Source: an optimization exercise on an open RTL-to-GDS flow (aim: small area, a short achievable clock period and few clock cycles per item). Production flows keep margins and buffers that such runs may drop. Where RTL was checked, it was by simulation tests only, not by an equivalence proof against the original. No activity file was given, so power comes from the tool's default toggle rates.

## Q
==> flow/design.v (excerpt) <==
module csr_index_generator
(
    input  logic     ap_clk,
    input  logic     areset_generator,
    input  logic     config_valid,
    input  csr_index_pkg::index_t   config_index_start,
    input  csr_index_pkg::index_t   config_index_end,
    input  csr_index_pkg::index_t   config_stride,
    input  csr_index_pkg::address_t config_base_address,
    input  csr_index_pkg::shift_t   config_shift_amount,
    input  logic     config_shift_left,
    input  logic     request_ready,
    output logic     idle,
    output logic     done,
    output logic     request_valid,
    output csr_index_pkg::index_t   request_index,
    output csr_index_pkg::address_t request_address
);
    logic                    stage1_ready;
    logic                    stage2_ready;
    logic                    gen_valid;
    csr_index_pkg::index_t   gen_index;
    csr_index_pkg::address_t base_address;
    csr_index_pkg::shift_t   rotate_amount;
    logic                    shift_left;
  ...
Size in the first run: ~1300 cells after synthesis, roughly 210 I/O pins, about 0.016 mm2 of cells after synthesis.
==> module csr_index_sequencer, before the edit <==
module csr_index_sequencer
(
    input  logic   ap_clk,
    input  logic   areset_generator,
    input  logic   config_valid,
    input  csr_index_pkg::index_t   config_index_start,
    input  csr_index_pkg::index_t   config_index_end,
    input  csr_index_pkg::index_t   config_stride,
    input  csr_index_pkg::address_t config_base_address,
    input  csr_index_pkg::shift_t   config_shift_amount,
    input  logic   config_shift_left,
    input  logic   stage_ready,
    output logic   idle,
    output logic   done,
    output logic   gen_valid,
    output csr_index_pkg::index_t   gen_index,
    output csr_index_pkg::address_t base_address,
    output csr_index_pkg::shift_t   rotate_amount,
    output logic   shift_left
);
    logic                  valid;
    logic                  done_reg;
    csr_index_pkg::index_t count;
    csr_index_pkg::index_t end_reg;
    csr_index_pkg::index_t stride_reg;
    logic                  accept;
    logic                  advance;
    logic                  start_more;
    logic                  step_more;
    assign accept  = config_valid && !valid;
    assign advance = valid && stage_ready;
    logic                  start_borrow;
    csr_carry_out #(.WIDTH(csr_index_pkg::INDEX_WIDTH)) i_start_compare (
        .a         (config_index_start),
        .b         (~config_index_end),
        .carry_in  (1'b1),
        .carry_out (start_borrow)
    );
    assign start_more = !start_borrow;
    logic [csr_index_pkg::INDEX_WIDTH:0]   csa_a, csa_b, csa_c, csa_sum, csa_carry;
    logic                                  step_borrow;
    always_comb begin
        csa_a     = {1'b0, count};
        csa_b     = {1'b0, stride_reg};
        csa_c     = ~{1'b0, end_reg};
        csa_sum   = csa_a ^ csa_b ^ csa_c;
        csa_carry = (csa_a & csa_b) | (csa_a & csa_c) | (csa_b & csa_c);
    end
    csr_carry_out #(.WIDTH(csr_index_pkg::INDEX_WIDTH+1)) i_step_compare (
        .a         (csa_sum),
        .b         ({csa_carry[csr_index_pkg::INDEX_WIDTH-1:0], 1'b0}),
        .carry_in  (1'b1),
        .carry_out (step_borrow)
    );
    assign step_more = !step_borrow;
    csr_index_pkg::index_t step_index;
    logic                  unused_carry;
    csr_prefix_adder #(.WIDTH(csr_index_pkg::INDEX_WIDTH)) i_count_adder (
        .a         (count),
        .b         (stride_reg),
        .carry_in  (1'b0),
        .sum       (step_index),
        .carry_out (unused_carry)
    );
    always_ff @(posedge ap_clk) begin
        if (areset_generator) begin
            valid    <= 1'b0;
            done_reg <= 1'b0;
        end else begin
            done_reg <= (accept && !start_more) || (advance && !step_more);
            if (accept) begin
                valid <= start_more;
            end else if (advance) begin
                valid <= step_more;
            end
        end
    end
    always_ff @(posedge ap_clk) begin
        if (accept) begin
            count <= config_index_start;
        end else if (advance) begin
            count <= step_index;
        end
    end
    always_ff @(posedge ap_clk) begin
        if (accept) begin
            end_reg      <= config_index_end;
            stride_reg   <= config_stride;
            base_address <= config_base_address;
            rotate_amount <= config_shift_left ? config_shift_amount
                                                : -config_shift_amount;
            shift_left   <= config_shift_left;
        end
    end
    assign idle      = !valid;
    assign done      = done_reg;
    assign gen_valid = valid;
    assign gen_index = count;
endmodule
==> module csr_carry_out, before the edit <==
module csr_carry_out
#(
    parameter int WIDTH = 32
) (
    input  logic [WIDTH-1:0] a,
    input  logic [WIDTH-1:0] b,
    input  logic             carry_in,
    output logic             carry_out
);
    localparam int LEVELS = $clog2(WIDTH);
    logic [WIDTH-1:0] g [LEVELS+1];
    logic [WIDTH-1:0] t [LEVELS+1];
    always_comb begin
        g[0] = a & b;
        t[0] = a | b;
        g[0][0] = (a[0] & b[0]) | ((a[0] | b[0]) & carry_in);
        for (int l = 0; l < LEVELS; l++) begin
            for (int i = 0; i < WIDTH; i++) begin
                if (((i >> l) & 1) == 1) begin
                    g[l+1][i] = g[l][i] | (t[l][i] & g[l][((i >> l) << l) - 1]);
                    t[l+1][i] = t[l][i] & t[l][((i >> l) << l) - 1];
                end else begin
                    g[l+1][i] = g[l][i];
                    t[l+1][i] = t[l][i];
                end
            end
        end
        carry_out = g[LEVELS][WIDTH-1];
    end
endmodule
export LEC_CHECK = 0
export CAP_MARGIN = 20
export CORE_MARGIN = 2
export CORE_UTILIZATION = 65
export SETUP_SLACK_MARGIN = 4.0
export SLEW_MARGIN = 20
create_clock -name core_clock -period 7.0 [get_ports {ap_clk}]
standard.sh (not shown) runs the stock make flow with config.mk's settings and CLKGATE_MAP_FILE= SYNTH_SCRIPT=/design/flow/synth_recipe.tcl, a recipe that flattens the netlist after the stock synthesis.
==> flow/flow/run.sh <==
#!/bin/bash
# Standard layout, with plain buffers (instead of delay cells) on the ports
set -euo pipefail
bash standard.sh "BUFFER_PORTS_ARGS=-buffer_cell sky130_fd_sc_hd__buf_2" finish > standard.log 2>&1
Modified inputs, R compared to Q
--- a/flow/design.v
+++ b/flow/design.v
@@ -36,31 +36,35 @@
     logic                  advance;
     logic                  start_more;
     logic                  step_more;
     assign accept  = config_valid && !valid;
     assign advance = valid && stage_ready;
+    csr_index_pkg::index_t unused_start_total;
     logic                  start_borrow;
-    csr_carry_out #(.WIDTH(csr_index_pkg::INDEX_WIDTH)) i_start_compare (
+    csr_prefix_adder #(.WIDTH(csr_index_pkg::INDEX_WIDTH)) i_start_compare (
         .a         (config_index_start),
         .b         (~config_index_end),
         .carry_in  (1'b1),
+        .sum       (unused_start_total),
         .carry_out (start_borrow)
     );
     assign start_more = !start_borrow;
     logic [csr_index_pkg::INDEX_WIDTH:0]   csa_a, csa_b, csa_c, csa_sum, csa_carry;
+    logic [csr_index_pkg::INDEX_WIDTH:0]   unused_csa_total;
     logic                                  step_borrow;
     always_comb begin
         csa_a     = {1'b0, count};
         csa_b     = {1'b0, stride_reg};
         csa_c     = ~{1'b0, end_reg};
         csa_sum   = csa_a ^ csa_b ^ csa_c;
         csa_carry = (csa_a & csa_b) | (csa_a & csa_c) | (csa_b & csa_c);
     end
-    csr_carry_out #(.WIDTH(csr_index_pkg::INDEX_WIDTH+1)) i_step_compare (
+    csr_prefix_adder #(.WIDTH(csr_index_pkg::INDEX_WIDTH+1)) i_step_compare (
         .a         (csa_sum),
         .b         ({csa_carry[csr_index_pkg::INDEX_WIDTH-1:0], 1'b0}),
         .carry_in  (1'b1),
+        .sum       (unused_csa_total),
         .carry_out (step_borrow)
     );
     assign step_more = !step_borrow;
     csr_index_pkg::index_t step_index;
     logic                  unused_carry;
@@ -193,40 +197,10 @@
         end
         sum       = p ^ carry[WIDTH-1:0];
         carry_out = carry[WIDTH];
     end
 endmodule
-module csr_carry_out
-#(
-    parameter int WIDTH = 32
-) (
-    input  logic [WIDTH-1:0] a,
-    input  logic [WIDTH-1:0] b,
-    input  logic             carry_in,
-    output logic             carry_out
-);
-    localparam int LEVELS = $clog2(WIDTH);
-    logic [WIDTH-1:0] g [LEVELS+1];
-    logic [WIDTH-1:0] t [LEVELS+1];
-    always_comb begin
-        g[0] = a & b;
-        t[0] = a | b;
-        g[0][0] = (a[0] & b[0]) | ((a[0] | b[0]) & carry_in);
-        for (int l = 0; l < LEVELS; l++) begin
-            for (int i = 0; i < WIDTH; i++) begin
-                if (((i >> l) & 1) == 1) begin
-                    g[l+1][i] = g[l][i] | (t[l][i] & g[l][((i >> l) << l) - 1]);
-                    t[l+1][i] = t[l][i] & t[l][((i >> l) << l) - 1];
-                end else begin
-                    g[l+1][i] = g[l][i];
-                    t[l+1][i] = t[l][i];
-                end
-            end
-        end
-        carry_out = g[LEVELS][WIDTH-1];
-    end
-endmodule
 `timescale 1ns/1ns
 module request_fifo
 (
     input  logic     ap_clk,
     input  logic     stage_enable,
### Flow results
Changes observed in R relative to Q: share of cell area taken by flip-flops and latches now smaller, wire length of the first global-routing pass level, total power picked up an extra 0.12 mW, total track usage fell by 0.80 points. In R, met2 wire length is lower than in Q. For the utilization, R came in 2.2 points lower than Q did. The higher mean number of vias per cell came out of Q. Cmp Q and R / final worst-path cycle share / lower: R. Compare Q and R | met2 track demand over resource in global routing lower: R. Die width of R exceeds that of Q slightly. Per the comparison of R with Q, multi-input gate share of total cell area higher, final wirelength lower, setup slack of the critical path after layout higher.
Testbench counts of R, summed over its fixed seeds: cycles 27,423, items 23,020.
The RTL of Q was laid out without a check of its function.

## separate check: timing with driven ports
How much do the figures lean on ideal ports? The routed layouts below were timed once more, with nothing changed but the port constraints. Step 1, drivers: a clkbuf_16 drives ap_clk and a buf_2 each remaining input, both assumed. Step 2 moves the port delays by t, midway between the first and last clock arrival at a register: inputs arrive t later, outputs are due t later. That takes back most of the time a late clock gives input paths. a / b / c = no drivers / after step 1 / after step 2; a / b = the first two.
| run | t, ns | setup WS [ns] | worst setup path at the end | slew at the worst register clock pin (ns) | worst slew at a driven data input, ns |
|---|---|---|---|---|---|
| Q | 0.599 | 3.783 / 3.783 / 3.518 | input to register | 0.07 / 0.07 | 0.05 |
| R | 0.607 | 4.100 / 4.100 / 3.579 | input to register | 0.07 / 0.07 | 0.05 |
After both steps every run listed still meets setup and hold. The setup slack of R, which loses most, moves by 0.000 ns with the drivers and by -0.521 ns with both steps.
